Background: an optimization exercise with open tools, aiming at small area, a short achievable clock period and few clock cycles per item. Do not read the settings as production practice.
RTL that was checked went through simulation tests only; none was proved equivalent to the original.
For run 1, only the layout was checked, not whether the RTL still works.
Power and IR drop assume default switching activity.

$ cat flow/design.v
`default_nettype none
module rmsd_sqacc (
  input  wire logic [15:0] x,
  input  wire logic [43:0] qs,
  input  wire logic [43:0] qc,
  output logic [43:0] ns,
  output logic [43:0] nc
);
  logic hs1, hc2, hs3, hc4, fs5, fc6, hs7, hc8, fs9, fc10, fs11, fc12;
  logic hs13, hc14, hs15, hc16, fs17, fc18, hs19, hc20, fs21, fc22, hs23, hc24;
  logic fs25, fc26, fs27, fc28, hs29, hc30, fs31, fc32, fs33, fc34, hs35, hc36;
  logic fs37, fc38, fs39, fc40, fs41, fc42, fs43, fc44, fs45, fc46, fs47, fc48;
  logic fs49, fc50, fs51, fc52, fs53, fc54, fs55, fc56, fs57, fc58, fs59, fc60;
  logic fs61, fc62, fs63, fc64, fs65, fc66, fs67, fc68, fs69, fc70, fs71, fc72;
  logic fs73, fc74, fs75, fc76, fs77, fc78, fs79, fc80, fs81, fc82, fs83, fc84;
  logic fs85, fc86, fs87, fc88, fs89, fc90, hs91, hc92, hs93, hc94, fs95, fc96;
  logic hs97, hc98, fs99, fc100, hs101, hc102, fs103, fc104, fs105, fc106, fs107, fc108;
  logic fs109, fc110, fs111, fc112, fs113, fc114, fs115, fc116, fs117, fc118, fs119, fc120;
  logic fs121, fc122, fs123, fc124, fs125, fc126, fs127, fc128, fs129, fc130, fs131, fc132;
  logic fs133, fc134, fs135, fc136, fs137, fc138, fs139, fc140, fs141, fc142, fs143, fc144;
  logic fs145, fc146, fs147, fc148, fs149, fc150, fs151, fc152, fs153, fc154, fs155, fc156;
  logic fs157, fc158, fs159, fc160, fs161, fc162, fs163, fc164, fs165, fc166, fs167, fc168;
  logic fs169, fc170, fs171, fc172, fs173, fc174, fs175, fc176, fs177, fc178, fs179, fc180;
  logic fs181, fc182, hs183, hc184, hs185, hc186, fs187, fc188, fs189, fc190, fs191, fc192;
  logic fs193, fc194, fs195, fc196, fs197, fc198, fs199, fc200, fs201, fc202, fs203, fc204;
  logic fs205, fc206, fs207, fc208, fs209, fc210, fs211, fc212, fs213, fc214, fs215, fc216;
  logic fs217, fc218, fs219, fc220, fs221, fc222, fs223, fc224, fs225, fc226, fs227, fc228;
  logic fs229, fc230, fs231, fc232, fs233, fc234, fs235, fc236, fs237, fc238, fs239, fc240;
  logic hs241, hc242, hs243, hc244, fs245, fc246, fs247, fc248, fs249, fc250, fs251, fc252;
  logic fs253, fc254, fs255, fc256, fs257, fc258, fs259, fc260, fs261, fc262, fs263, fc264;
  logic fs265, fc266, fs267, fc268, fs269, fc270, fs271, fc272, fs273, fc274, fs275, fc276;
  logic fs277, fc278, fs279, fc280, fs281, fc282, fs283, fc284, fs285, fc286, fs287, fc288;
  logic fs289, fc290, fs291, fc292, fs293, fc294, fs295, fc296, fs297, fc298, fs299, fc300;
  logic fs301, fc302, fs303, fc304, hs305, hc306, hs307, hc308, hs309, hc310, hs311, hc312;
  logic hs313, hc314, hs315, hc316, hs317, hc318, hs319, hc320, hs321, hc322, hs323, hc324;
  logic hs325, hc326, hs327, hc328;
  assign hs1 = (x[0] & x[13]) ^ (x[1] & x[12]);
  assign hc2 = (x[0] & x[13]) & (x[1] & x[12]);
  assign hs3 = (x[0] & x[14]) ^ (x[1] & x[13]);
  assign hc4 = (x[0] & x[14]) & (x[1] & x[13]);
  assign fs5 = (x[0] & x[15]) ^ (x[1] & x[14]) ^ (x[2] & x[13]);
  assign fc6 = ((x[0] & x[15]) & (x[1] & x[14])) | ((x[0] & x[15]) & (x[2] & x[13])) | ((x[1] & x[14]) & (x[2] & x[13]));
  assign hs7 = (x[3] & x[12]) ^ (x[4] & x[11]);
  assign hc8 = (x[3] & x[12]) & (x[4] & x[11]);
  assign fs9 = (x[1] & x[15]) ^ (x[2] & x[14]) ^ (x[3] & x[13]);
  assign fc10 = ((x[1] & x[15]) & (x[2] & x[14])) | ((x[1] & x[15]) & (x[3] & x[13])) | ((x[2] & x[14]) & (x[3] & x[13]));
  assign fs11 = (x[2] & x[15]) ^ (x[3] & x[14]) ^ (x[4] & x[13]);
  assign fc12 = ((x[2] & x[15]) & (x[3] & x[14])) | ((x[2] & x[15]) & (x[4] & x[13])) | ((x[3] & x[14]) & (x[4] & x[13]));
  assign hs13 = (x[0] & x[7]) ^ (x[1] & x[6]);
  assign hc14 = (x[0] & x[7]) & (x[1] & x[6]);
  assign hs15 = (x[0] & x[8]) ^ (x[1] & x[7]);
  assign hc16 = (x[0] & x[8]) & (x[1] & x[7]);
  assign fs17 = (x[0] & x[9]) ^ (x[1] & x[8]) ^ (x[2] & x[7]);
  assign fc18 = ((x[0] & x[9]) & (x[1] & x[8])) | ((x[0] & x[9]) & (x[2] & x[7])) | ((x[1] & x[8]) & (x[2] & x[7]));
  assign hs19 = (x[3] & x[6]) ^ (x[4] & x[5]);
  assign hc20 = (x[3] & x[6]) & (x[4] & x[5]);
  assign fs21 = (x[0] & x[10]) ^ (x[1] & x[9]) ^ (x[2] & x[8]);
  assign fc22 = ((x[0] & x[10]) & (x[1] & x[9])) | ((x[0] & x[10]) & (x[2] & x[8])) | ((x[1] & x[9]) & (x[2] & x[8]));
  assign hs23 = (x[3] & x[7]) ^ (x[4] & x[6]);
  assign hc24 = (x[3] & x[7]) & (x[4] & x[6]);
  assign fs25 = (x[0] & x[11]) ^ (x[1] & x[10]) ^ (x[2] & x[9]);
  assign fc26 = ((x[0] & x[11]) & (x[1] & x[10])) | ((x[0] & x[11]) & (x[2] & x[9])) | ((x[1] & x[10]) & (x[2] & x[9]));
  assign fs27 = (x[3] & x[8]) ^ (x[4] & x[7]) ^ (x[5] & x[6]);
  assign fc28 = ((x[3] & x[8]) & (x[4] & x[7])) | ((x[3] & x[8]) & (x[5] & x[6])) | ((x[4] & x[7]) & (x[5] & x[6]));
  assign hs29 = x[6] ^ qs[12];
  assign hc30 = x[6] & qs[12];
  assign fs31 = (x[0] & x[12]) ^ (x[1] & x[11]) ^ (x[2] & x[10]);
  assign fc32 = ((x[0] & x[12]) & (x[1] & x[11])) | ((x[0] & x[12]) & (x[2] & x[10])) | ((x[1] & x[11]) & (x[2] & x[10]));
  assign fs33 = (x[3] & x[9]) ^ (x[4] & x[8]) ^ (x[5] & x[7]);
  assign fc34 = ((x[3] & x[9]) & (x[4] & x[8])) | ((x[3] & x[9]) & (x[5] & x[7])) | ((x[4] & x[8]) & (x[5] & x[7]));
  assign hs35 = qs[13] ^ qc[13];
  assign hc36 = qs[13] & qc[13];
  assign fs37 = hs1 ^ (x[2] & x[11]) ^ (x[3] & x[10]);
  assign fc38 = (hs1 & (x[2] & x[11])) | (hs1 & (x[3] & x[10])) | ((x[2] & x[11]) & (x[3] & x[10]));
  assign fs39 = (x[4] & x[9]) ^ (x[5] & x[8]) ^ (x[6] & x[7]);
  assign fc40 = ((x[4] & x[9]) & (x[5] & x[8])) | ((x[4] & x[9]) & (x[6] & x[7])) | ((x[5] & x[8]) & (x[6] & x[7]));
  assign fs41 = x[7] ^ qs[14] ^ qc[14];
  assign fc42 = (x[7] & qs[14]) | (x[7] & qc[14]) | (qs[14] & qc[14]);
  assign fs43 = hc2 ^ hs3 ^ (x[2] & x[12]);
  assign fc44 = (hc2 & hs3) | (hc2 & (x[2] & x[12])) | (hs3 & (x[2] & x[12]));
  assign fs45 = (x[3] & x[11]) ^ (x[4] & x[10]) ^ (x[5] & x[9]);
  assign fc46 = ((x[3] & x[11]) & (x[4] & x[10])) | ((x[3] & x[11]) & (x[5] & x[9])) | ((x[4] & x[10]) & (x[5] & x[9]));
  assign fs47 = (x[6] & x[8]) ^ qs[15] ^ qc[15];
  assign fc48 = ((x[6] & x[8]) & qs[15]) | ((x[6] & x[8]) & qc[15]) | (qs[15] & qc[15]);
  assign fs49 = hc4 ^ fs5 ^ hs7;
  assign fc50 = (hc4 & fs5) | (hc4 & hs7) | (fs5 & hs7);
  assign fs51 = (x[5] & x[10]) ^ (x[6] & x[9]) ^ (x[7] & x[8]);
  assign fc52 = ((x[5] & x[10]) & (x[6] & x[9])) | ((x[5] & x[10]) & (x[7] & x[8])) | ((x[6] & x[9]) & (x[7] & x[8]));
  assign fs53 = x[8] ^ qs[16] ^ qc[16];
  assign fc54 = (x[8] & qs[16]) | (x[8] & qc[16]) | (qs[16] & qc[16]);
  assign fs55 = fc6 ^ hc8 ^ fs9;
  assign fc56 = (fc6 & hc8) | (fc6 & fs9) | (hc8 & fs9);
  assign fs57 = (x[4] & x[12]) ^ (x[5] & x[11]) ^ (x[6] & x[10]);
  assign fc58 = ((x[4] & x[12]) & (x[5] & x[11])) | ((x[4] & x[12]) & (x[6] & x[10])) | ((x[5] & x[11]) & (x[6] & x[10]));
  assign fs59 = (x[7] & x[9]) ^ qs[17] ^ qc[17];
  assign fc60 = ((x[7] & x[9]) & qs[17]) | ((x[7] & x[9]) & qc[17]) | (qs[17] & qc[17]);
  assign fs61 = fc10 ^ fs11 ^ (x[5] & x[12]);
  assign fc62 = (fc10 & fs11) | (fc10 & (x[5] & x[12])) | (fs11 & (x[5] & x[12]));
  assign fs63 = (x[6] & x[11]) ^ (x[7] & x[10]) ^ (x[8] & x[9]);
  assign fc64 = ((x[6] & x[11]) & (x[7] & x[10])) | ((x[6] & x[11]) & (x[8] & x[9])) | ((x[7] & x[10]) & (x[8] & x[9]));
  assign fs65 = x[9] ^ qs[18] ^ qc[18];
  assign fc66 = (x[9] & qs[18]) | (x[9] & qc[18]) | (qs[18] & qc[18]);
  assign fs67 = fc12 ^ (x[3] & x[15]) ^ (x[4] & x[14]);
  assign fc68 = (fc12 & (x[3] & x[15])) | (fc12 & (x[4] & x[14])) | ((x[3] & x[15]) & (x[4] & x[14]));
  assign fs69 = (x[5] & x[13]) ^ (x[6] & x[12]) ^ (x[7] & x[11]);
  assign fc70 = ((x[5] & x[13]) & (x[6] & x[12])) | ((x[5] & x[13]) & (x[7] & x[11])) | ((x[6] & x[12]) & (x[7] & x[11]));
  assign fs71 = (x[8] & x[10]) ^ qs[19] ^ qc[19];
  assign fc72 = ((x[8] & x[10]) & qs[19]) | ((x[8] & x[10]) & qc[19]) | (qs[19] & qc[19]);
  assign fs73 = (x[4] & x[15]) ^ (x[5] & x[14]) ^ (x[6] & x[13]);
  assign fc74 = ((x[4] & x[15]) & (x[5] & x[14])) | ((x[4] & x[15]) & (x[6] & x[13])) | ((x[5] & x[14]) & (x[6] & x[13]));
  assign fs75 = (x[7] & x[12]) ^ (x[8] & x[11]) ^ (x[9] & x[10]);
  assign fc76 = ((x[7] & x[12]) & (x[8] & x[11])) | ((x[7] & x[12]) & (x[9] & x[10])) | ((x[8] & x[11]) & (x[9] & x[10]));
  assign fs77 = x[10] ^ qs[20] ^ qc[20];
  assign fc78 = (x[10] & qs[20]) | (x[10] & qc[20]) | (qs[20] & qc[20]);
  assign fs79 = (x[5] & x[15]) ^ (x[6] & x[14]) ^ (x[7] & x[13]);
  assign fc80 = ((x[5] & x[15]) & (x[6] & x[14])) | ((x[5] & x[15]) & (x[7] & x[13])) | ((x[6] & x[14]) & (x[7] & x[13]));
  assign fs81 = (x[8] & x[12]) ^ (x[9] & x[11]) ^ qs[21];
  assign fc82 = ((x[8] & x[12]) & (x[9] & x[11])) | ((x[8] & x[12]) & qs[21]) | ((x[9] & x[11]) & qs[21]);
  assign fs83 = (x[6] & x[15]) ^ (x[7] & x[14]) ^ (x[8] & x[13]);
  assign fc84 = ((x[6] & x[15]) & (x[7] & x[14])) | ((x[6] & x[15]) & (x[8] & x[13])) | ((x[7] & x[14]) & (x[8] & x[13]));
  assign fs85 = (x[9] & x[12]) ^ (x[10] & x[11]) ^ x[11];
  assign fc86 = ((x[9] & x[12]) & (x[10] & x[11])) | ((x[9] & x[12]) & x[11]) | ((x[10] & x[11]) & x[11]);
  assign fs87 = (x[7] & x[15]) ^ (x[8] & x[14]) ^ (x[9] & x[13]);
  assign fc88 = ((x[7] & x[15]) & (x[8] & x[14])) | ((x[7] & x[15]) & (x[9] & x[13])) | ((x[8] & x[14]) & (x[9] & x[13]));
  assign fs89 = (x[8] & x[15]) ^ (x[9] & x[14]) ^ (x[10] & x[13]);
  assign fc90 = ((x[8] & x[15]) & (x[9] & x[14])) | ((x[8] & x[15]) & (x[10] & x[13])) | ((x[9] & x[14]) & (x[10] & x[13]));
  assign hs91 = (x[0] & x[3]) ^ (x[1] & x[2]);
  assign hc92 = (x[0] & x[3]) & (x[1] & x[2]);
  assign hs93 = (x[0] & x[4]) ^ (x[1] & x[3]);
  assign hc94 = (x[0] & x[4]) & (x[1] & x[3]);
  assign fs95 = (x[0] & x[5]) ^ (x[1] & x[4]) ^ (x[2] & x[3]);
  assign fc96 = ((x[0] & x[5]) & (x[1] & x[4])) | ((x[0] & x[5]) & (x[2] & x[3])) | ((x[1] & x[4]) & (x[2] & x[3]));
  assign hs97 = x[3] ^ qs[6];
  assign hc98 = x[3] & qs[6];
  assign fs99 = (x[0] & x[6]) ^ (x[1] & x[5]) ^ (x[2] & x[4]);
  assign fc100 = ((x[0] & x[6]) & (x[1] & x[5])) | ((x[0] & x[6]) & (x[2] & x[4])) | ((x[1] & x[5]) & (x[2] & x[4]));
  assign hs101 = qs[7] ^ qc[7];
  assign hc102 = qs[7] & qc[7];
  assign fs103 = hs13 ^ (x[2] & x[5]) ^ (x[3] & x[4]);
  assign fc104 = (hs13 & (x[2] & x[5])) | (hs13 & (x[3] & x[4])) | ((x[2] & x[5]) & (x[3] & x[4]));
  assign fs105 = x[4] ^ qs[8] ^ qc[8];
  assign fc106 = (x[4] & qs[8]) | (x[4] & qc[8]) | (qs[8] & qc[8]);
  assign fs107 = hc14 ^ hs15 ^ (x[2] & x[6]);
  assign fc108 = (hc14 & hs15) | (hc14 & (x[2] & x[6])) | (hs15 & (x[2] & x[6]));
  assign fs109 = (x[3] & x[5]) ^ qs[9] ^ qc[9];
  assign fc110 = ((x[3] & x[5]) & qs[9]) | ((x[3] & x[5]) & qc[9]) | (qs[9] & qc[9]);
  assign fs111 = hc16 ^ fs17 ^ hs19;
  assign fc112 = (hc16 & fs17) | (hc16 & hs19) | (fs17 & hs19);
  assign fs113 = x[5] ^ qs[10] ^ qc[10];
  assign fc114 = (x[5] & qs[10]) | (x[5] & qc[10]) | (qs[10] & qc[10]);
  assign fs115 = fc18 ^ hc20 ^ fs21;
  assign fc116 = (fc18 & hc20) | (fc18 & fs21) | (hc20 & fs21);
  assign fs117 = hs23 ^ qs[11] ^ qc[11];
  assign fc118 = (hs23 & qs[11]) | (hs23 & qc[11]) | (qs[11] & qc[11]);
  assign fs119 = fc22 ^ hc24 ^ fs25;
  assign fc120 = (fc22 & hc24) | (fc22 & fs25) | (hc24 & fs25);
  assign fs121 = fs27 ^ hs29 ^ qc[12];
  assign fc122 = (fs27 & hs29) | (fs27 & qc[12]) | (hs29 & qc[12]);
  assign fs123 = fc26 ^ fc28 ^ hc30;
  assign fc124 = (fc26 & fc28) | (fc26 & hc30) | (fc28 & hc30);
  assign fs125 = fs31 ^ fs33 ^ hs35;
  assign fc126 = (fs31 & fs33) | (fs31 & hs35) | (fs33 & hs35);
  assign fs127 = fc32 ^ fc34 ^ hc36;
  assign fc128 = (fc32 & fc34) | (fc32 & hc36) | (fc34 & hc36);
  assign fs129 = fs37 ^ fs39 ^ fs41;
  assign fc130 = (fs37 & fs39) | (fs37 & fs41) | (fs39 & fs41);
  assign fs131 = fc38 ^ fc40 ^ fc42;
  assign fc132 = (fc38 & fc40) | (fc38 & fc42) | (fc40 & fc42);
  assign fs133 = fs43 ^ fs45 ^ fs47;
  assign fc134 = (fs43 & fs45) | (fs43 & fs47) | (fs45 & fs47);
  assign fs135 = fc44 ^ fc46 ^ fc48;
  assign fc136 = (fc44 & fc46) | (fc44 & fc48) | (fc46 & fc48);
  assign fs137 = fs49 ^ fs51 ^ fs53;
  assign fc138 = (fs49 & fs51) | (fs49 & fs53) | (fs51 & fs53);
  assign fs139 = fc50 ^ fc52 ^ fc54;
  assign fc140 = (fc50 & fc52) | (fc50 & fc54) | (fc52 & fc54);
  assign fs141 = fs55 ^ fs57 ^ fs59;
  assign fc142 = (fs55 & fs57) | (fs55 & fs59) | (fs57 & fs59);
  assign fs143 = fc56 ^ fc58 ^ fc60;
  assign fc144 = (fc56 & fc58) | (fc56 & fc60) | (fc58 & fc60);
  assign fs145 = fs61 ^ fs63 ^ fs65;
  assign fc146 = (fs61 & fs63) | (fs61 & fs65) | (fs63 & fs65);
  assign fs147 = fc62 ^ fc64 ^ fc66;
  assign fc148 = (fc62 & fc64) | (fc62 & fc66) | (fc64 & fc66);
  assign fs149 = fs67 ^ fs69 ^ fs71;
  assign fc150 = (fs67 & fs69) | (fs67 & fs71) | (fs69 & fs71);
  assign fs151 = fc68 ^ fc70 ^ fc72;
  assign fc152 = (fc68 & fc70) | (fc68 & fc72) | (fc70 & fc72);
  assign fs153 = fs73 ^ fs75 ^ fs77;
  assign fc154 = (fs73 & fs75) | (fs73 & fs77) | (fs75 & fs77);
  assign fs155 = fc74 ^ fc76 ^ fc78;
  assign fc156 = (fc74 & fc76) | (fc74 & fc78) | (fc76 & fc78);
  assign fs157 = fs79 ^ fs81 ^ qc[21];
  assign fc158 = (fs79 & fs81) | (fs79 & qc[21]) | (fs81 & qc[21]);
  assign fs159 = fc80 ^ fc82 ^ fs83;
  assign fc160 = (fc80 & fc82) | (fc80 & fs83) | (fc82 & fs83);
  assign fs161 = fs85 ^ qs[22] ^ qc[22];
  assign fc162 = (fs85 & qs[22]) | (fs85 & qc[22]) | (qs[22] & qc[22]);
  assign fs163 = fc84 ^ fc86 ^ fs87;
  assign fc164 = (fc84 & fc86) | (fc84 & fs87) | (fc86 & fs87);
  assign fs165 = (x[10] & x[12]) ^ qs[23] ^ qc[23];
  assign fc166 = ((x[10] & x[12]) & qs[23]) | ((x[10] & x[12]) & qc[23]) | (qs[23] & qc[23]);
  assign fs167 = fc88 ^ fs89 ^ (x[11] & x[12]);
  assign fc168 = (fc88 & fs89) | (fc88 & (x[11] & x[12])) | (fs89 & (x[11] & x[12]));
  assign fs169 = x[12] ^ qs[24] ^ qc[24];
  assign fc170 = (x[12] & qs[24]) | (x[12] & qc[24]) | (qs[24] & qc[24]);
  assign fs171 = fc90 ^ (x[9] & x[15]) ^ (x[10] & x[14]);
  assign fc172 = (fc90 & (x[9] & x[15])) | (fc90 & (x[10] & x[14])) | ((x[9] & x[15]) & (x[10] & x[14]));
  assign fs173 = (x[11] & x[13]) ^ qs[25] ^ qc[25];
  assign fc174 = ((x[11] & x[13]) & qs[25]) | ((x[11] & x[13]) & qc[25]) | (qs[25] & qc[25]);
  assign fs175 = (x[10] & x[15]) ^ (x[11] & x[14]) ^ (x[12] & x[13]);
  assign fc176 = ((x[10] & x[15]) & (x[11] & x[14])) | ((x[10] & x[15]) & (x[12] & x[13])) | ((x[11] & x[14]) & (x[12] & x[13]));
  assign fs177 = x[13] ^ qs[26] ^ qc[26];
  assign fc178 = (x[13] & qs[26]) | (x[13] & qc[26]) | (qs[26] & qc[26]);
  assign fs179 = (x[11] & x[15]) ^ (x[12] & x[14]) ^ qs[27];
  assign fc180 = ((x[11] & x[15]) & (x[12] & x[14])) | ((x[11] & x[15]) & qs[27]) | ((x[12] & x[14]) & qs[27]);
  assign fs181 = (x[12] & x[15]) ^ (x[13] & x[14]) ^ x[14];
  assign fc182 = ((x[12] & x[15]) & (x[13] & x[14])) | ((x[12] & x[15]) & x[14]) | ((x[13] & x[14]) & x[14]);
  assign hs183 = (x[0] & x[1]) ^ x[1];
  assign hc184 = (x[0] & x[1]) & x[1];
  assign hs185 = (x[0] & x[2]) ^ qs[3];
  assign hc186 = (x[0] & x[2]) & qs[3];
  assign fs187 = hs91 ^ x[2] ^ qs[4];
  assign fc188 = (hs91 & x[2]) | (hs91 & qs[4]) | (x[2] & qs[4]);
  assign fs189 = hc92 ^ hs93 ^ qs[5];
  assign fc190 = (hc92 & hs93) | (hc92 & qs[5]) | (hs93 & qs[5]);
  assign fs191 = hc94 ^ fs95 ^ hs97;
  assign fc192 = (hc94 & fs95) | (hc94 & hs97) | (fs95 & hs97);
  assign fs193 = fc96 ^ hc98 ^ fs99;
  assign fc194 = (fc96 & hc98) | (fc96 & fs99) | (hc98 & fs99);
  assign fs195 = fc100 ^ hc102 ^ fs103;
  assign fc196 = (fc100 & hc102) | (fc100 & fs103) | (hc102 & fs103);
  assign fs197 = fc104 ^ fc106 ^ fs107;
  assign fc198 = (fc104 & fc106) | (fc104 & fs107) | (fc106 & fs107);
  assign fs199 = fc108 ^ fc110 ^ fs111;
  assign fc200 = (fc108 & fc110) | (fc108 & fs111) | (fc110 & fs111);
  assign fs201 = fc112 ^ fc114 ^ fs115;
  assign fc202 = (fc112 & fc114) | (fc112 & fs115) | (fc114 & fs115);
  assign fs203 = fc116 ^ fc118 ^ fs119;
  assign fc204 = (fc116 & fc118) | (fc116 & fs119) | (fc118 & fs119);
  assign fs205 = fc120 ^ fc122 ^ fs123;
  assign fc206 = (fc120 & fc122) | (fc120 & fs123) | (fc122 & fs123);
  assign fs207 = fc124 ^ fc126 ^ fs127;
  assign fc208 = (fc124 & fc126) | (fc124 & fs127) | (fc126 & fs127);
  assign fs209 = fc128 ^ fc130 ^ fs131;
  assign fc210 = (fc128 & fc130) | (fc128 & fs131) | (fc130 & fs131);
  assign fs211 = fc132 ^ fc134 ^ fs135;
  assign fc212 = (fc132 & fc134) | (fc132 & fs135) | (fc134 & fs135);
  assign fs213 = fc136 ^ fc138 ^ fs139;
  assign fc214 = (fc136 & fc138) | (fc136 & fs139) | (fc138 & fs139);
  assign fs215 = fc140 ^ fc142 ^ fs143;
  assign fc216 = (fc140 & fc142) | (fc140 & fs143) | (fc142 & fs143);
  assign fs217 = fc144 ^ fc146 ^ fs147;
  assign fc218 = (fc144 & fc146) | (fc144 & fs147) | (fc146 & fs147);
  assign fs219 = fc148 ^ fc150 ^ fs151;
  assign fc220 = (fc148 & fc150) | (fc148 & fs151) | (fc150 & fs151);
  assign fs221 = fc152 ^ fc154 ^ fs155;
  assign fc222 = (fc152 & fc154) | (fc152 & fs155) | (fc154 & fs155);
  assign fs223 = fc156 ^ fc158 ^ fs159;
  assign fc224 = (fc156 & fc158) | (fc156 & fs159) | (fc158 & fs159);
  assign fs225 = fc160 ^ fc162 ^ fs163;
  assign fc226 = (fc160 & fc162) | (fc160 & fs163) | (fc162 & fs163);
  assign fs227 = fc164 ^ fc166 ^ fs167;
  assign fc228 = (fc164 & fc166) | (fc164 & fs167) | (fc166 & fs167);
  assign fs229 = fc168 ^ fc170 ^ fs171;
  assign fc230 = (fc168 & fc170) | (fc168 & fs171) | (fc170 & fs171);
  assign fs231 = fc172 ^ fc174 ^ fs175;
  assign fc232 = (fc172 & fc174) | (fc172 & fs175) | (fc174 & fs175);
  assign fs233 = fc176 ^ fc178 ^ fs179;
  assign fc234 = (fc176 & fc178) | (fc176 & fs179) | (fc178 & fs179);
  assign fs235 = fc180 ^ fs181 ^ qs[28];
  assign fc236 = (fc180 & fs181) | (fc180 & qs[28]) | (fs181 & qs[28]);
  assign fs237 = fc182 ^ (x[13] & x[15]) ^ qs[29];
  assign fc238 = (fc182 & (x[13] & x[15])) | (fc182 & qs[29]) | ((x[13] & x[15]) & qs[29]);
  assign fs239 = (x[14] & x[15]) ^ x[15] ^ qs[30];
  assign fc240 = ((x[14] & x[15]) & x[15]) | ((x[14] & x[15]) & qs[30]) | (x[15] & qs[30]);
  assign hs241 = x[0] ^ qs[0];
  assign hc242 = x[0] & qs[0];
  assign hs243 = qs[1] ^ qc[1];
  assign hc244 = qs[1] & qc[1];
  assign fs245 = hs183 ^ qs[2] ^ qc[2];
  assign fc246 = (hs183 & qs[2]) | (hs183 & qc[2]) | (qs[2] & qc[2]);
  assign fs247 = hc184 ^ hs185 ^ qc[3];
  assign fc248 = (hc184 & hs185) | (hc184 & qc[3]) | (hs185 & qc[3]);
  assign fs249 = hc186 ^ fs187 ^ qc[4];
  assign fc250 = (hc186 & fs187) | (hc186 & qc[4]) | (fs187 & qc[4]);
  assign fs251 = fc188 ^ fs189 ^ qc[5];
  assign fc252 = (fc188 & fs189) | (fc188 & qc[5]) | (fs189 & qc[5]);
  assign fs253 = fc190 ^ fs191 ^ qc[6];
  assign fc254 = (fc190 & fs191) | (fc190 & qc[6]) | (fs191 & qc[6]);
  assign fs255 = fc192 ^ fs193 ^ hs101;
  assign fc256 = (fc192 & fs193) | (fc192 & hs101) | (fs193 & hs101);
  assign fs257 = fc194 ^ fs195 ^ fs105;
  assign fc258 = (fc194 & fs195) | (fc194 & fs105) | (fs195 & fs105);
  assign fs259 = fc196 ^ fs197 ^ fs109;
  assign fc260 = (fc196 & fs197) | (fc196 & fs109) | (fs197 & fs109);
  assign fs261 = fc198 ^ fs199 ^ fs113;
  assign fc262 = (fc198 & fs199) | (fc198 & fs113) | (fs199 & fs113);
  assign fs263 = fc200 ^ fs201 ^ fs117;
  assign fc264 = (fc200 & fs201) | (fc200 & fs117) | (fs201 & fs117);
  assign fs265 = fc202 ^ fs203 ^ fs121;
  assign fc266 = (fc202 & fs203) | (fc202 & fs121) | (fs203 & fs121);
  assign fs267 = fc204 ^ fs205 ^ fs125;
  assign fc268 = (fc204 & fs205) | (fc204 & fs125) | (fs205 & fs125);
  assign fs269 = fc206 ^ fs207 ^ fs129;
  assign fc270 = (fc206 & fs207) | (fc206 & fs129) | (fs207 & fs129);
  assign fs271 = fc208 ^ fs209 ^ fs133;
  assign fc272 = (fc208 & fs209) | (fc208 & fs133) | (fs209 & fs133);
  assign fs273 = fc210 ^ fs211 ^ fs137;
  assign fc274 = (fc210 & fs211) | (fc210 & fs137) | (fs211 & fs137);
  assign fs275 = fc212 ^ fs213 ^ fs141;
  assign fc276 = (fc212 & fs213) | (fc212 & fs141) | (fs213 & fs141);
  assign fs277 = fc214 ^ fs215 ^ fs145;
  assign fc278 = (fc214 & fs215) | (fc214 & fs145) | (fs215 & fs145);
  assign fs279 = fc216 ^ fs217 ^ fs149;
  assign fc280 = (fc216 & fs217) | (fc216 & fs149) | (fs217 & fs149);
  assign fs281 = fc218 ^ fs219 ^ fs153;
  assign fc282 = (fc218 & fs219) | (fc218 & fs153) | (fs219 & fs153);
  assign fs283 = fc220 ^ fs221 ^ fs157;
  assign fc284 = (fc220 & fs221) | (fc220 & fs157) | (fs221 & fs157);
  assign fs285 = fc222 ^ fs223 ^ fs161;
  assign fc286 = (fc222 & fs223) | (fc222 & fs161) | (fs223 & fs161);
  assign fs287 = fc224 ^ fs225 ^ fs165;
  assign fc288 = (fc224 & fs225) | (fc224 & fs165) | (fs225 & fs165);
  assign fs289 = fc226 ^ fs227 ^ fs169;
  assign fc290 = (fc226 & fs227) | (fc226 & fs169) | (fs227 & fs169);
  assign fs291 = fc228 ^ fs229 ^ fs173;
  assign fc292 = (fc228 & fs229) | (fc228 & fs173) | (fs229 & fs173);
  assign fs293 = fc230 ^ fs231 ^ fs177;
  assign fc294 = (fc230 & fs231) | (fc230 & fs177) | (fs231 & fs177);
  assign fs295 = fc232 ^ fs233 ^ qc[27];
  assign fc296 = (fc232 & fs233) | (fc232 & qc[27]) | (fs233 & qc[27]);
  assign fs297 = fc234 ^ fs235 ^ qc[28];
  assign fc298 = (fc234 & fs235) | (fc234 & qc[28]) | (fs235 & qc[28]);
  assign fs299 = fc236 ^ fs237 ^ qc[29];
  assign fc300 = (fc236 & fs237) | (fc236 & qc[29]) | (fs237 & qc[29]);
  assign fs301 = fc238 ^ fs239 ^ qc[30];
  assign fc302 = (fc238 & fs239) | (fc238 & qc[30]) | (fs239 & qc[30]);
  assign fs303 = fc240 ^ qs[31] ^ qc[31];
  assign fc304 = (fc240 & qs[31]) | (fc240 & qc[31]) | (qs[31] & qc[31]);
  assign hs305 = qs[32] ^ qc[32];
  assign hc306 = qs[32] & qc[32];
  assign hs307 = qs[33] ^ qc[33];
  assign hc308 = qs[33] & qc[33];
  assign hs309 = qs[34] ^ qc[34];
  assign hc310 = qs[34] & qc[34];
  assign hs311 = qs[35] ^ qc[35];
  assign hc312 = qs[35] & qc[35];
  assign hs313 = qs[36] ^ qc[36];
  assign hc314 = qs[36] & qc[36];
  assign hs315 = qs[37] ^ qc[37];
  assign hc316 = qs[37] & qc[37];
  assign hs317 = qs[38] ^ qc[38];
  assign hc318 = qs[38] & qc[38];
  assign hs319 = qs[39] ^ qc[39];
  assign hc320 = qs[39] & qc[39];
  assign hs321 = qs[40] ^ qc[40];
  assign hc322 = qs[40] & qc[40];
  assign hs323 = qs[41] ^ qc[41];
  assign hc324 = qs[41] & qc[41];
  assign hs325 = qs[42] ^ qc[42];
  assign hc326 = qs[42] & qc[42];
  assign hs327 = qs[43] ^ qc[43];
  assign hc328 = qs[43] & qc[43];
  assign ns = {hc326, hc324, hc322, hc320, hc318, hc316, hc314, hc312, hc310, hc308, hc306, fc304, fc302, fc300, fc298, fc296, fc294, fc292, fc290, fc288, fc286, fc284, fc282, fc280, fc278, fc276, fc274, fc272, fc270, fc268, fc266, fc264, fc262, fc260, fc258, fc256, fc254, fc252, fc250, fc248, fc246, hc244, hc242, hs241};
  assign nc = {hs327, hs325, hs323, hs321, hs319, hs317, hs315, hs313, hs311, hs309, hs307, hs305, fs303, fs301, fs299, fs297, fs295, fs293, fs291, fs289, fs287, fs285, fs283, fs281, fs279, fs277, fs275, fs273, fs271, fs269, fs267, fs265, fs263, fs261, fs259, fs257, fs255, fs253, fs251, fs249, fs247, fs245, hs243, qc[0]};
endmodule
`default_nettype wire
`default_nettype none
module row_mean_std_dev (
  input  wire logic        clk,
  input  wire logic        rst_n,
  input  wire logic        cfg_valid,
  output logic             cfg_ready,
  input  wire logic [12:0] cfg_row_length,
  input  wire logic        in_valid,
  output logic             in_stall,
  input  wire logic [15:0] in_sample,
  output logic             out_valid,
  input  wire logic        out_stall,
  output logic [31:0]      out_row_mean,
  output logic [30:0]      out_row_std_dev
);
  localparam logic [1:0] A_IDLE = 2'd0, A_WAIT = 2'd1, A_RUN = 2'd2, A_DONE = 2'd3;
  localparam logic [1:0] B_IDLE = 2'd0, B_RUN = 2'd1, B_OUT = 2'd2;
  logic rst;
  logic rst_q;
  assign rst = !rst_n;
  assign cfg_ready = 1'b1;
  logic [12:0] len_r, len_nxt;    
  logic [12:0] np_r, np_nxt;      
  logic        ends_r, ends_nxt;  
  logic        stall_r, stall_nxt;
  logic [1:0]  a_st_r, a_st_nxt;
  logic [1:0]  b_st_r, b_st_nxt;
  logic [4:0]  a_k_r;
  logic [5:0]  b_k_r;
  logic        accept;
  logic        row_end;
  logic        b_take;
  logic        cs_r;              
  logic        e1_r;              
  assign in_stall = stall_r;
  assign accept   = in_valid && !stall_r;
  assign row_end  = accept && ends_r;
  assign b_take   = (a_st_r == A_DONE) && (b_st_r == B_IDLE);
  logic [12:0] np_inc;
  logic        e_keep, e_inc, e_one;
  logic        a_free_nxt;
  assign np_inc = np_r + 13'd1;
  assign e_keep = (np_r >= len_r) || (len_r[12] && np_r[12]);
  assign e_inc  = (np_inc >= len_r) || (len_r[12] && np_inc[12]);
  assign e_one  = (len_r <= 13'd1);
  always_comb begin
    len_nxt  = cfg_valid ? cfg_row_length : len_r;
    np_nxt   = accept ? (ends_r ? 13'd1 : np_inc) : np_r;
    ends_nxt = accept ? (ends_r ? e_one : e_inc) : e_keep;
    a_st_nxt = a_st_r;
    case (a_st_r)
      A_IDLE: if (row_end) a_st_nxt = A_WAIT;
      A_WAIT: if (cs_r) a_st_nxt = A_RUN;
      A_RUN:  if (a_k_r == 5'd27) a_st_nxt = A_DONE;
      default: if (b_take) a_st_nxt = row_end ? A_WAIT : A_IDLE;
    endcase
    b_st_nxt = b_st_r;
    case (b_st_r)
      B_IDLE: if (b_take) b_st_nxt = B_RUN;
      B_RUN:  if (b_k_r == 6'd43) b_st_nxt = B_OUT;
      B_OUT:  if (!out_stall) b_st_nxt = B_IDLE;
      default: b_st_nxt = B_IDLE;
    endcase
    a_free_nxt = (a_st_nxt == A_IDLE) || (a_st_nxt == A_DONE && b_st_nxt == B_IDLE);
    stall_nxt = cfg_valid || (ends_nxt && !a_free_nxt);
    if (rst_q) begin
      len_nxt   = cfg_valid ? cfg_row_length : 13'd1024;
      np_nxt    = 13'd1;
      ends_nxt  = 1'b0;
    end
    if (rst) begin
      stall_nxt = 1'b1;
      a_st_nxt  = A_IDLE;
      b_st_nxt  = B_IDLE;
    end
  end
  always_ff @(posedge clk) begin
    len_r   <= len_nxt;
    np_r    <= np_nxt;
    ends_r  <= ends_nxt;
    stall_r <= stall_nxt;
    rst_q   <= rst;
    a_st_r  <= a_st_nxt;
    b_st_r  <= b_st_nxt;
  end
  logic [15:0] x_r;       
  logic [27:0] s_acc_r;
  logic [43:0] qs_r, qc_r;   
  logic [43:0] ns, nc;
  rmsd_sqacc u_sq (
    .x  (x_r),
    .qs (cs_r ? 44'd0 : qs_r),
    .qc (cs_r ? 44'd0 : qc_r),
    .ns (ns),
    .nc (nc)
  );
  always_ff @(posedge clk) begin
    x_r     <= accept ? in_sample : 16'd0;
    s_acc_r <= (cs_r ? 28'd0 : s_acc_r) + {12'd0, x_r};
    qs_r    <= ns;
    qc_r    <= nc;
    e1_r    <= row_end;
    cs_r    <= rst_q || e1_r;
  end
  logic [12:0] a_n_r;
  logic [27:0] a_s_r;
  logic [43:0] a_q_r;
  logic [29:0] a_lo_r;
  logic [25:0] a_hi_r;
  logic        a_bs_r;    
  logic        a_bn_r;    
  logic [27:0] l_y, l_z;
  logic [28:0] l_x;
  logic [28:0] l_s, l_c;
  logic [29:0] l_sum;
  logic [25:0] h_x, h_y, h_w, h_s, h_c;
  logic [25:0] h_sum;
  logic [53:0] numer;
  assign l_y   = a_bn_r ? a_q_r[27:0] : 28'd0;
  assign l_z   = a_bs_r ? ~a_s_r : 28'd0;
  assign l_x   = {a_lo_r[27:0], 1'b0};
  assign l_s   = l_x ^ {1'b0, l_y} ^ {1'b0, l_z};
  assign l_c   = (l_x & {1'b0, l_y}) | (l_x & {1'b0, l_z}) | ({1'b0, l_y} & {1'b0, l_z});
  assign l_sum = {1'b0, l_s} + {l_c, a_bs_r};
  assign h_x   = {a_hi_r[24:0], 1'b0};
  assign h_y   = a_bn_r ? {10'd0, a_q_r[43:28]} : 26'd0;
  assign h_w   = {{23{1'b0}}, a_lo_r[29:28], 1'b0} - {25'd0, a_bs_r};
  assign h_s   = h_x ^ h_y ^ h_w;
  assign h_c   = (h_x & h_y) | (h_x & h_w) | (h_y & h_w);
  assign h_sum = h_s + {h_c[24:0], 1'b0};
  assign numer = {a_hi_r + {24'd0, a_lo_r[29:28]}, a_lo_r[27:0]};
  always_ff @(posedge clk) begin
    if (a_st_r == A_IDLE || b_take) a_n_r <= np_r;
    if (a_st_r == A_WAIT) begin
      a_s_r   <= s_acc_r;
      a_q_r   <= qs_r + qc_r;
      a_lo_r  <= 30'd0;
      a_hi_r  <= 26'd0;
      a_k_r   <= 5'd0;
      a_bs_r  <= s_acc_r[27];
      a_bn_r  <= 1'b0;
    end else if (a_st_r == A_RUN) begin
      a_lo_r  <= l_sum;
      a_hi_r  <= h_sum;
      a_k_r   <= a_k_r + 5'd1;
      a_bs_r  <= a_s_r[5'd26 - a_k_r];
      a_bn_r  <= (a_k_r >= 5'd14) && a_n_r[4'(5'd26 - a_k_r)];
    end
  end
  logic [12:0] b_n_r;
  logic [11:0] b_rm_r;    
  logic [31:0] b_mq_r;    
  logic [53:0] b_rad_r;   
  logic [43:0] b_rem_r;   
  logic [42:0] b_root_r;
  logic [11:0] b_rs_r;    
  logic [30:0] b_sq_r;    
  logic [45:0] r_sh;
  logic [45:0] r_diff;
  logic        r_ge;
  logic [12:0] m_sh;
  logic [13:0] m_diff;
  logic        m_ge;
  logic [12:0] d_sh;
  logic [13:0] d_diff;
  logic        d_ge;
  assign r_sh    = {b_rem_r, b_rad_r[53:52]};
  assign r_diff  = r_sh - {1'b0, b_root_r, 2'b01};
  assign r_ge    = !r_diff[45];
  assign m_sh    = {b_rm_r, b_mq_r[31]};
  assign m_diff  = {1'b0, m_sh} - {1'b0, b_n_r};
  assign m_ge    = !m_diff[13];
  assign d_sh    = {b_rs_r, b_root_r[0]};
  assign d_diff  = {1'b0, d_sh} - {1'b0, b_n_r};
  assign d_ge    = !d_diff[13];
  always_ff @(posedge clk) begin
    if (b_take) begin
      b_k_r    <= 6'd0;
      b_n_r    <= a_n_r;
      b_rm_r   <= a_s_r[27:16];
      b_mq_r   <= {a_s_r[15:0], 16'd0};
      b_rad_r  <= numer;
      b_rem_r  <= 44'd0;
      b_root_r <= 43'd0;
      b_rs_r   <= 12'd0;
    end else begin
      b_k_r    <= b_k_r + 6'd1;
      b_rad_r  <= {b_rad_r[51:0], 2'b00};
      b_rem_r  <= r_ge ? r_diff[43:0] : r_sh[43:0];
      b_root_r <= {b_root_r[41:0], r_ge};
      b_rs_r   <= d_ge ? d_diff[11:0] : d_sh[11:0];
      if (b_st_r == B_RUN) begin
        b_sq_r <= {b_sq_r[29:0], d_ge};
        if (b_k_r < 6'd32) begin
          b_rm_r <= m_ge ? m_diff[11:0] : m_sh[11:0];
          b_mq_r <= {b_mq_r[30:0], m_ge};
        end
      end
    end
  end
  assign out_valid       = b_st_r[1];
  assign out_row_mean    = b_mq_r;
  assign out_row_std_dev = b_sq_r;
endmodule
`default_nettype wire
$ cat flow/run.sh
#!/bin/bash
# synth_recipe.tcl (not shown) runs the flow's synth.tcl, then flattens the netlist and writes it again
# the make line also repeats each setting of config.mk as NAME=value (left out here)
make -C /OpenROAD-flow-scripts/flow DESIGN_CONFIG=/design/flow/config.mk WORK_HOME=/design/flow/orfs CLKGATE_MAP_FILE= SYNTH_SCRIPT=/design/flow/synth_recipe.tcl finish
$ cat flow/config.mk
export PLATFORM = sky130hd
export DESIGN_NAME = row_mean_std_dev
export DESIGN_NICKNAME = row_mean_std_dev
export VERILOG_FILES = /design/flow/design.v
export SDC_FILE = /design/flow/constraint.sdc
export NUM_CORES = 4
export LEC_CHECK = 0
export CAP_MARGIN = 20
export CORE_MARGIN = 2
export CORE_UTILIZATION = 40
export PLACE_DENSITY = 0.6
export SLEW_MARGIN = 20
$ cat flow/constraint.sdc
create_clock -name core_clock -period 11.0 [get_ports {clk}]
set_input_delay 2.2000 -clock core_clock [delete_from_list [all_inputs] [get_ports {clk}]]
set_output_delay 2.2000 -clock core_clock [all_outputs]
set_load 0.01 [all_outputs]
==> results of run 1 <==
==> worst min-delay path, stage by stage, from the launching register on <==
cell     delay [ns]
dfxtp_1        0.31
nand2_1        0.04
o21ai_0        0.05
==> registers in the layout (all words and copies together), names as in the netlist, 16 cells and up <==
register,count
b_sq_r,31
a_q_r,44
b_mq_r,32
b_rad_r,54
b_rem_r,44
qc_r,43
a_s_r,28
s_acc_r,28
a_lo_r,30
b_root_r,43
a_hi_r,26
qs_r,44
x_r,16
==> Yosys cell counts (15+ instances only) <==
cell,count
a22o_1,32
dfxtp_1,390
and2_1,160
ha_1,263
nor3_1,45
nand3_1,48
o21bai_1,15
a31oi_1,26
a21boi_0,18
nand4_1,22
o21ai_0,141
nor2b_1,145
a21o_1,80
mux2i_1,51
xor2_1,83
o21a_1,30
edfxtp_1,171
a21oi_1,202
nor2_1,264
inv_1,323
nand2b_1,32
nand2_1,332
fa_1,181
a211oi_1,25
and3_1,22
clkbuf_1,104
xnor2_1,109
==> cell type report <==
cell class              instances  area, sq um  share of cell area [%]
inverters                     323         1210                    3.15
clock buffers                  94         1920                    4.98
diodes                          1         2.50                 0.00648
multi-input cells            2533        19600                    50.7
clock inverters                29          317                   0.820
well taps                    1144         1430                    3.71
flip-flops and latches        561        12900                    33.5
repair buffers                127         1200                    3.11
==> layer usage <==
metal / share of wire, % / vias up / routed length, microns
li1: - / 12200 / -
met1: 50 / 11600 / 37600
met2: 45 / 363 / 33700
met3: 3.6 / 98 / 2680
met4: 2.0 / 0 / 1510
met5: 0 / - / 0
==> cells by family after synthesis <==
group                    Yosys count  share of synthesized area [%]
AND/OR/NAND/NOR                 1146                           16.5
flip-flops                       561                           37.9
XOR/XNOR                         192                           4.92
other                              1                         0.0110
buffers and inverters            450                           5.04
adder cells (fa/ha/maj)          444                           20.2
AO/OA/AOI/OAI                    680                           12.9
multiplexers                      70                           2.52
==> worst min-delay path by stage <==
stage,from,slack [ns],endpoint,cells past startpoint
floorplan,e1_r,0.39,cs_r,1
detailed placement,b_rad_r[18],0.41,b_rad_r[20],2
CTS,s_acc_r[15],0.41,a_s_r[15],0
global route,s_acc_r[15],0.42,a_s_r[15],0
finish,b_rad_r[3],0.42,b_rad_r[5],2
global placement,s_acc_r[13],0.40,a_s_r[13],0
==> placed cells by master, fill, tap and decap left out, types with 98 or more instances in the layout <==
master,count
a21oi_1,202
and2_1,160
clkdlybuf4s50_1,98
dfxtp_1,389
edfxtp_1,171
fa_1,181
ha_1,261
inv_1,322
nand2_1,331
nor2_1,262
nor2b_1,145
o21ai_0,141
xnor2_1,108
==> stage by stage <==
| step | std cells | cell area, sq um | power (W) | hold WS, ns |
|---|---|---|---|---|
| finish | 4812 | 38600 | 0.00849 | 0.418 |
| global route | 4811 | 38600 | 0.00916 | 0.419 |
| CTS | 4811 | 38600 | 0.00857 | 0.407 |
| detailed placement | 4688 | 36300 | 0.00627 | 0.410 |
| global placement | 4688 | 36300 | 0.00624 | 0.404 |
| floorplan | 3544 | 34200 | 0.00554 | 0.389 |
==> where the power goes <==
part | switching (W) | internal (W)
Clock | 0.000904 | 0.00135
Sequential | 0.000236 | 0.00249
Combinational | 0.00201 | 0.00151
Total | 0.00315 | 0.00534
==> impl_metrics.env, run 1 <==
export IMPL_post_route_drc_count=0
export IMPL_timing_final_max_slew_violations=0
export IMPL_route_final_wire_length_mm=75.5
export IMPL_cts_reportedPaths_clkPinSlew_ns=0.06
export IMPL_critical_path_arrival_ns=5.34
export IMPL_cts_num_sinks=561
export IMPL_core_sq_mm=0.0849
export IMPL_sequential_to_total_area_share_from_yosys_stat_pct=37.9
export IMPL_buffer_ports_inserted=98
export IMPL_synth_edf_count=171
export IMPL_die_width_microns=296
export IMPL_final_antenna_net_count=0
export IMPL_busiest_grt_layer="met2"
export IMPL_ir_worst_vdd_mv=0.222
export IMPL_antenna_violations_before_repair=0
export IMPL_final_setup_tns_ns=0
export IMPL_netlist_area_leader_share_pct=22.9
export IMPL_layout_drive_gt1_share_pct=5.15
export IMPL_cp_slowest_stage_delay_ns=0.81
export IMPL_grt_pass1_vias=24100
export IMPL_num_io_pins=100
export IMPL_clock_fmax_mhz=207
export IMPL_fraction_of_the_core_area_covered_by_cells_at_the_end_of_the_flow_pct=45.5
export IMPL_grt_start_max_net_pins=82
export IMPL_synthesis_nets=4022
export IMPL_routed_via_count=24200
export IMPL_min_path_type="register to register"
export IMPL_dp_worst_setup_slack_ns=6.27
export IMPL_clock_network_latency_to_the_later_pin_of_the_worst_skew_pair_ns=0.61
export IMPL_timing_critical_path_to_type="register"
export IMPL_maximum_capacitance_violations=0
export IMPL_worst_slew_pin_slew_ns=0.930
export IMPL_cellPowerDensity_mw_per_mm2=220
export IMPL_regToRegEndpoint="a_hi_r[21]"
export IMPL_static_leakage_power_nw=17.0
export IMPL_first_pass_iteration_count_of_the_detailed_router=5
export IMPL_synth_async_reset_ratio_pct=0
export IMPL_rows=107
export IMPL_synth_largest_area_cell="dfxtp_1"
export IMPL_ctsHoldBuffers=0
export IMPL_crit_top_cell="buf_4"
export IMPL_cts_htree_levels=3
export IMPL_routed_len_inst_microns=15.7
export IMPL_worstSetupEndpoint="a_hi_r[21]"
export IMPL_crit_type="register to register"
export IMPL_clockBufferDepth=3
export IMPL_post_cts_resized_instances=0
export IMPL_die_area_sq_mm=0.0878
export IMPL_r2r_setup_slack_ns=6.17
export IMPL_clock_skew_final_ns=0.0215
export IMPL_yosys_most_used_dff="dfxtp_1"
export IMPL_critPathLaunchType="register"
export IMPL_yosys_register_bits=561
export IMPL_grt_met2_usage_pct=28.2
export IMPL_crit_chain="buf_4 > and3_1 > buf_4 > fa_1 > ha_1 > nor2b_1 > o21ai_0 > a21boi_0 > o211ai_1 > a2111oi_0 > nor4b_1 > nor4_1 > o32ai_1 > xor2_1 > a211oi_1"
export IMPL_clockRootBuffer="clkbuf_16"
export IMPL_status="no timing/DRC/antenna violations"
export IMPL_groute_usage_overall_pct=17.7
export IMPL_rsz_0062_raised_after_global_routing="false"
export IMPL_cts_tree="yes"
export IMPL_place_congestion=0.877
export IMPL_post_drt_via_cell_ratio=5.04
export IMPL_synth_top_cells_by_area="dfxtp_1, edfxtp_1, fa_1"
export IMPL_postLayoutSetupSlackWorst_ns=6.17
export IMPL_worstSetupStartpoint="a_bs_r"
export IMPL_cts_made_buffers=67
export IMPL_synth_cell_types=83
export IMPL_groute_layer_met1_usage_pct=25.2
export IMPL_setup_viol_count_final=0
export IMPL_logic_depth_of_the_worst_path_buffers_included=15
export IMPL_final_hold_viol_count=0
export IMPL_start_util_pct=40.2
export IMPL_die_height_microns=296
export IMPL_grt_first_pass_wirelength_mm=126
export IMPL_crit_family="compound AO/OA/AOI/OAI gates"
export IMPL_final_fill_count=8173
export IMPL_period_minus_slack_ns=4.83
export IMPL_cp_required_ns=11.52
export IMPL_drt_initial_violations=1249
export IMPL_design_final_nets=4091
export IMPL_grt_overflow=0
export IMPL_postSynthCellCount=3544
export IMPL_reg2reg_from="a_bs_r"
export IMPL_post_cts_repair_setup_buffers=0
export IMPL_finalCritPeriodShare_pct=43.9
export IMPL_critPathBufInv=2
export IMPL_critical_path_max_fanout=32
export IMPL_timing_max_slew_rel_slack_pct=37.9
export IMPL_syn_avg_cell_area_sq_um=9.64
export IMPL_dp_hpwl_mm=55.3
export IMPL_syn_cell_area_sq_mm=0.0342
export IMPL_met3_track_demand_over_resource_pct=2.53
export IMPL_ys_warn_count=1
export IMPL_area_growth_pct=13.0
export IMPL_reg2reg_depth=15
export IMPL_master_of_the_slowest_instance_on_the_critical_path="nor4b_1"
==> run 2: changes to the inputs <==
--- a/flow/design.v
+++ b/flow/design.v
@@ -384,7 +384,6 @@
   localparam logic [1:0] A_IDLE = 2'd0, A_WAIT = 2'd1, A_RUN = 2'd2, A_DONE = 2'd3;
   localparam logic [1:0] B_IDLE = 2'd0, B_RUN = 2'd1, B_OUT = 2'd2;
   logic rst;
-  logic rst_q;
   assign rst = !rst_n;
   assign cfg_ready = 1'b1;
   logic [12:0] len_r, len_nxt;    
@@ -401,7 +400,7 @@
   logic        cs_r;              
   logic        e1_r;              
   assign in_stall = stall_r;
-  assign accept   = in_valid && !stall_r;
+  assign accept   = in_valid && !stall_r && rst_n;
   assign row_end  = accept && ends_r;
   assign b_take   = (a_st_r == A_DONE) && (b_st_r == B_IDLE);
   logic [12:0] np_inc;
@@ -431,13 +430,11 @@
     endcase
     a_free_nxt = (a_st_nxt == A_IDLE) || (a_st_nxt == A_DONE && b_st_nxt == B_IDLE);
     stall_nxt = cfg_valid || (ends_nxt && !a_free_nxt);
-    if (rst_q) begin
-      len_nxt   = cfg_valid ? cfg_row_length : 13'd1024;
+    if (rst) begin
+      len_nxt   = 13'd1024;
       np_nxt    = 13'd1;
       ends_nxt  = 1'b0;
-    end
-    if (rst) begin
-      stall_nxt = 1'b1;
+      stall_nxt = 1'b0;
       a_st_nxt  = A_IDLE;
       b_st_nxt  = B_IDLE;
     end
@@ -447,28 +444,31 @@
     np_r    <= np_nxt;
     ends_r  <= ends_nxt;
     stall_r <= stall_nxt;
-    rst_q   <= rst;
     a_st_r  <= a_st_nxt;
     b_st_r  <= b_st_nxt;
   end
   logic [15:0] x_r;       
+  logic        v_r;       
+  logic [15:0] xv;        
   logic [27:0] s_acc_r;
   logic [43:0] qs_r, qc_r;   
   logic [43:0] ns, nc;
+  assign xv = v_r ? x_r : 16'd0;
   rmsd_sqacc u_sq (
-    .x  (x_r),
+    .x  (xv),
     .qs (cs_r ? 44'd0 : qs_r),
     .qc (cs_r ? 44'd0 : qc_r),
     .ns (ns),
     .nc (nc)
   );
   always_ff @(posedge clk) begin
-    x_r     <= accept ? in_sample : 16'd0;
-    s_acc_r <= (cs_r ? 28'd0 : s_acc_r) + {12'd0, x_r};
+    x_r     <= in_sample;
+    v_r     <= accept;
+    s_acc_r <= (cs_r ? 28'd0 : s_acc_r) + {12'd0, xv};
     qs_r    <= ns;
     qc_r    <= nc;
     e1_r    <= row_end;
-    cs_r    <= rst_q || e1_r;
+    cs_r    <= rst || e1_r;
   end
   logic [12:0] a_n_r;
   logic [27:0] a_s_r;
==> run 2 against run 1 <==
Compared with the run above: fmax grew 1.9%; cell count shrank 1.4%; setup slack gained 0.091 ns.
==> impl_metrics.env, run 2 <==
export IMPL_status="no timing/DRC/antenna violations"
export IMPL_critical_path_max_fanout=60
export IMPL_rsz_0062_raised_after_global_routing="false"
export IMPL_postSynthCellCount=3503
export IMPL_sequential_to_total_area_share_from_yosys_stat_pct=37.4
export IMPL_dp_cells=4628
export IMPL_multiInputGateArea_sq_mm=0.0198
export IMPL_cp_required_ns=11.51
export IMPL_final_seq_area_sq_mm=0.0128
export IMPL_final_setup_tns_ns=0
export IMPL_critical_path_arrival_ns=5.25
export IMPL_stdcell_count=4745
export IMPL_finalCritPeriodShare_pct=43.1
export IMPL_min_path_type="register to register"
export IMPL_routed_via_count=23900
export IMPL_yosys_register_bits=561
export IMPL_synth_simple_area_share_pct=15.3
export IMPL_cts_reportedPaths_clkPinSlew_ns=0.07
export IMPL_crit_type="register to register"
export IMPL_antenna_violations_before_repair=0
export IMPL_dp_worst_setup_slack_ns=5.73
export IMPL_post_route_drc_count=0
export IMPL_start_util_pct=40.3
export IMPL_timing_critical_path_to_type="register"
export IMPL_timing_final_max_slew_violations=0
export IMPL_netlist_area_leader_share_pct=23.5
export IMPL_synth_largest_area_cell="dfxtp_1"
export IMPL_route_final_wire_length_mm=73.2
export IMPL_die_height_microns=297
export IMPL_synth_top_cells_by_area="dfxtp_1, edfxtp_1, fa_1"
export IMPL_rows=107
export IMPL_period_minus_slack_ns=4.74
export IMPL_yosys_most_used_dff="dfxtp_1"
export IMPL_layout_drive_gt1_share_pct=4.72
export IMPL_mostFrequentLayoutCell="dfxtp_1"
export IMPL_post_cts_repair_setup_buffers=0
export IMPL_drt_initial_violations=1119
export IMPL_mostFrequentLayoutCells="dfxtp_1, inv_1, nor2_1"
export IMPL_post_synthesis_share_of_cell_area_spent_on_xor_and_xnor_gates_pct=5.49
export IMPL_synth_cell_types=86
export IMPL_synth_async_reset_ratio_pct=0
export IMPL_cts_tree="yes"
export IMPL_first_pass_iteration_count_of_the_detailed_router=5
export IMPL_largest_family_of_logic_cells_by_synthesized_area="adder cells"
export IMPL_largest_register="b_rad_r"
export IMPL_post_cts_resized_instances=0
export IMPL_groute_usage_overall_pct=16.8
export IMPL_grt_pass1_vias=24200
export IMPL_place_congestion=0.813
export IMPL_design_final_nets=4025
export IMPL_grt_overflow=0
export IMPL_core_sq_mm=0.0850
export IMPL_clock_skew_final_ns=0.0188
export IMPL_clock_fmax_mhz=211
export IMPL_routed_len_inst_microns=15.4
export IMPL_die_width_microns=297
export IMPL_timing_max_slew_rel_slack_pct=26.6
export IMPL_area_growth_pct=11.8
export IMPL_synthesis_nets=3981
export IMPL_number_of_flip_flops_in_the_largest_register=54
export IMPL_grt_first_pass_wirelength_mm=124
export IMPL_post_drt_via_cell_ratio=5.03
export IMPL_cts_num_sinks=561
export IMPL_syn_cell_area_sq_mm=0.0343
export IMPL_final_antenna_net_count=0
export IMPL_setup_viol_count_final=0
export IMPL_holdWs_ns=0.413
export IMPL_synth_most_common_cell="dfxtp_1"
export IMPL_final_fill_count=8089
export IMPL_ir_worst_vdd_mv=0.200
export IMPL_cellPowerDensity_mw_per_mm2=222
export IMPL_dp_hpwl_mm=54.0
export IMPL_buffer_ports_inserted=98
export IMPL_ys_warn_count=1
export IMPL_post_synth_mux_area_share_pct=3.95
export IMPL_grt_start_max_net_pins=80
export IMPL_netlist_top_cells_count="dfxtp_1, inv_1, nor2_1"
export IMPL_postLayoutSetupSlackWorst_ns=6.26
export IMPL_ctsHoldBuffers=0
export IMPL_maximum_capacitance_violations=0
export IMPL_syn_avg_cell_area_sq_um=9.78
export IMPL_cts_made_buffers=61
export IMPL_clock_network_latency_to_the_later_pin_of_the_worst_skew_pair_ns=0.65
export IMPL_num_io_pins=100
export IMPL_synth_edf_count=158
export IMPL_area_share_of_fa_ha_maj_cells_after_synthesis_pct=20.2
export IMPL_worst_slew_pin_slew_ns=1.10
export IMPL_final_hold_viol_count=0
export IMPL_critPathLaunchType="register"
export IMPL_clockBufferDepth=3
export IMPL_compound_gate_fraction_of_synth_area_pct=12.7
export IMPL_static_leakage_power_nw=16.9
export IMPL_die_area_sq_mm=0.0880
export IMPL_clockRootBuffer="clkbuf_16"
export IMPL_cts_htree_levels=2
-- run 2: cell count changes after synthesis, sizes merged, moves of 14 or more --
| cell | change |
|---|---|
| a21oi | -35 |
| and2 | -98 |
| and3 | +74 |
| clkbuf | +14 |
| mux2i | +55 |
| nand2 | -61 |
| nand2b | +35 |
| nor2 | +26 |
| nor2b | -35 |
| nor3 | -16 |
| xnor2 | +27 |
-- run 2: worst paths after layout --
kind,endpoint,from,slack [ns],cells past startpoint
hold reg to reg,b_rad_r[13],b_rad_r[11],0.41,2
setup reg to reg,qc_r[17],v_r,6.26,10
setup / recovery,qc_r[17],v_r,6.26,10
hold / removal,b_rad_r[13],b_rad_r[11],0.41,2
-- run 2: worst max-delay path, cell delays in order, from the launching register on --
cell     delay [ns]
dfxtp_2        0.33
buf_4          0.40
buf_4          0.32
and2_0         0.81
nand2_1        0.19
fa_1           0.60
fa_1           0.45
fa_1           0.45
fa_1           0.51
inv_1          0.05
fa_1           0.45
-- run 2: power by group --
group          total (W)  switching (W)  internal (W)
registers        0.00279       0.000264       0.00252
logic            0.00373        0.00208       0.00165
clock network    0.00200       0.000873       0.00113
-- run 2: cell families (layout without fill, tap and decap cells) --
| logic type | Yosys count | after routing |
|---|---|---|
| adders and majority gates | 444 | 444 |
| buffers and inverters | 452 | 549 |
| DFF | 561 | 561 |
| AOI/OAI and AO/OA | 648 | 648 |
| and+or+nand+nor | 1063 | 1063 |
| muxes | 120 | 120 |
| other | 1 | 2 |
| xor gates and xnor gates | 214 | 214 |
-- run 2: per-stage QoR --
step / total power [W] / area [sq um] / util (%)
after detailed placement: 0.00656 / 36300 / 42.8
after global routing: 0.00925 / 38300 / 45.1
after global placement: 0.00652 / 36300 / 42.8
after floorplan: 0.00582 / 34300 / -
final: 0.00851 / 38300 / 45.1
after CTS: 0.00862 / 38300 / 45.1
-- run 2: area by class of cell --
| class | count | area share (%) |
|---|---|---|
| clock buffer | 77 | 4.36 |
| antenna | 1 | 0.00653 |
| timing repair buffer | 121 | 3.01 |
| tap | 1144 | 3.74 |
| inverter | 312 | 3.06 |
| clock inverter | 39 | 0.764 |
| multi-input combinational | 2490 | 51.6 |
| sequential | 561 | 33.5 |
-- run 2: layer usage --
metal  up-vias  global-route usage [%]  wire [microns]
li1      12100                       -               -
met1     11400                    23.3           35900
met2       315                    27.5           33200
met3       105                    2.09            2480
met4         0                    4.69            1630
met5         -                       0               0
Testbench counts of run 2, summed over its fixed seeds: cycles 75,942, rows 640.

## re-timing with driven ports
In the flow no input, the clock included, has a driving cell. The finished layouts below were timed again as built, in two steps. Step 1 assumes that a clkbuf_16 drives the clock port and a buf_2 every other input. Step 2 adds t to the input delays and takes it off the output delays; t is the mean of the earliest and latest rising clock arrival at the registers after step 1. Input paths then give back, and output paths get back, about the clock's delay inside the block. Slacks: no drivers / after step 1 / after step 2; pairs: no drivers / after step 1.
run | shift t [ns] | setup WS [ns] | hold slack, ns | cell pins on the clock port's net
run 1 | 0.668 | 6.171 / 6.171 / 6.171 | 0.418 / 0.418 / 0.418 | 1
run 2 | 0.704 | 6.262 / 6.262 / 5.709 | 0.413 / 0.413 / 0.413 | 1
After both steps setup and hold are still met in every run listed. The setup slack of run 2, which loses most, moves by 0.000 ns with the drivers and by -0.553 ns with both steps.
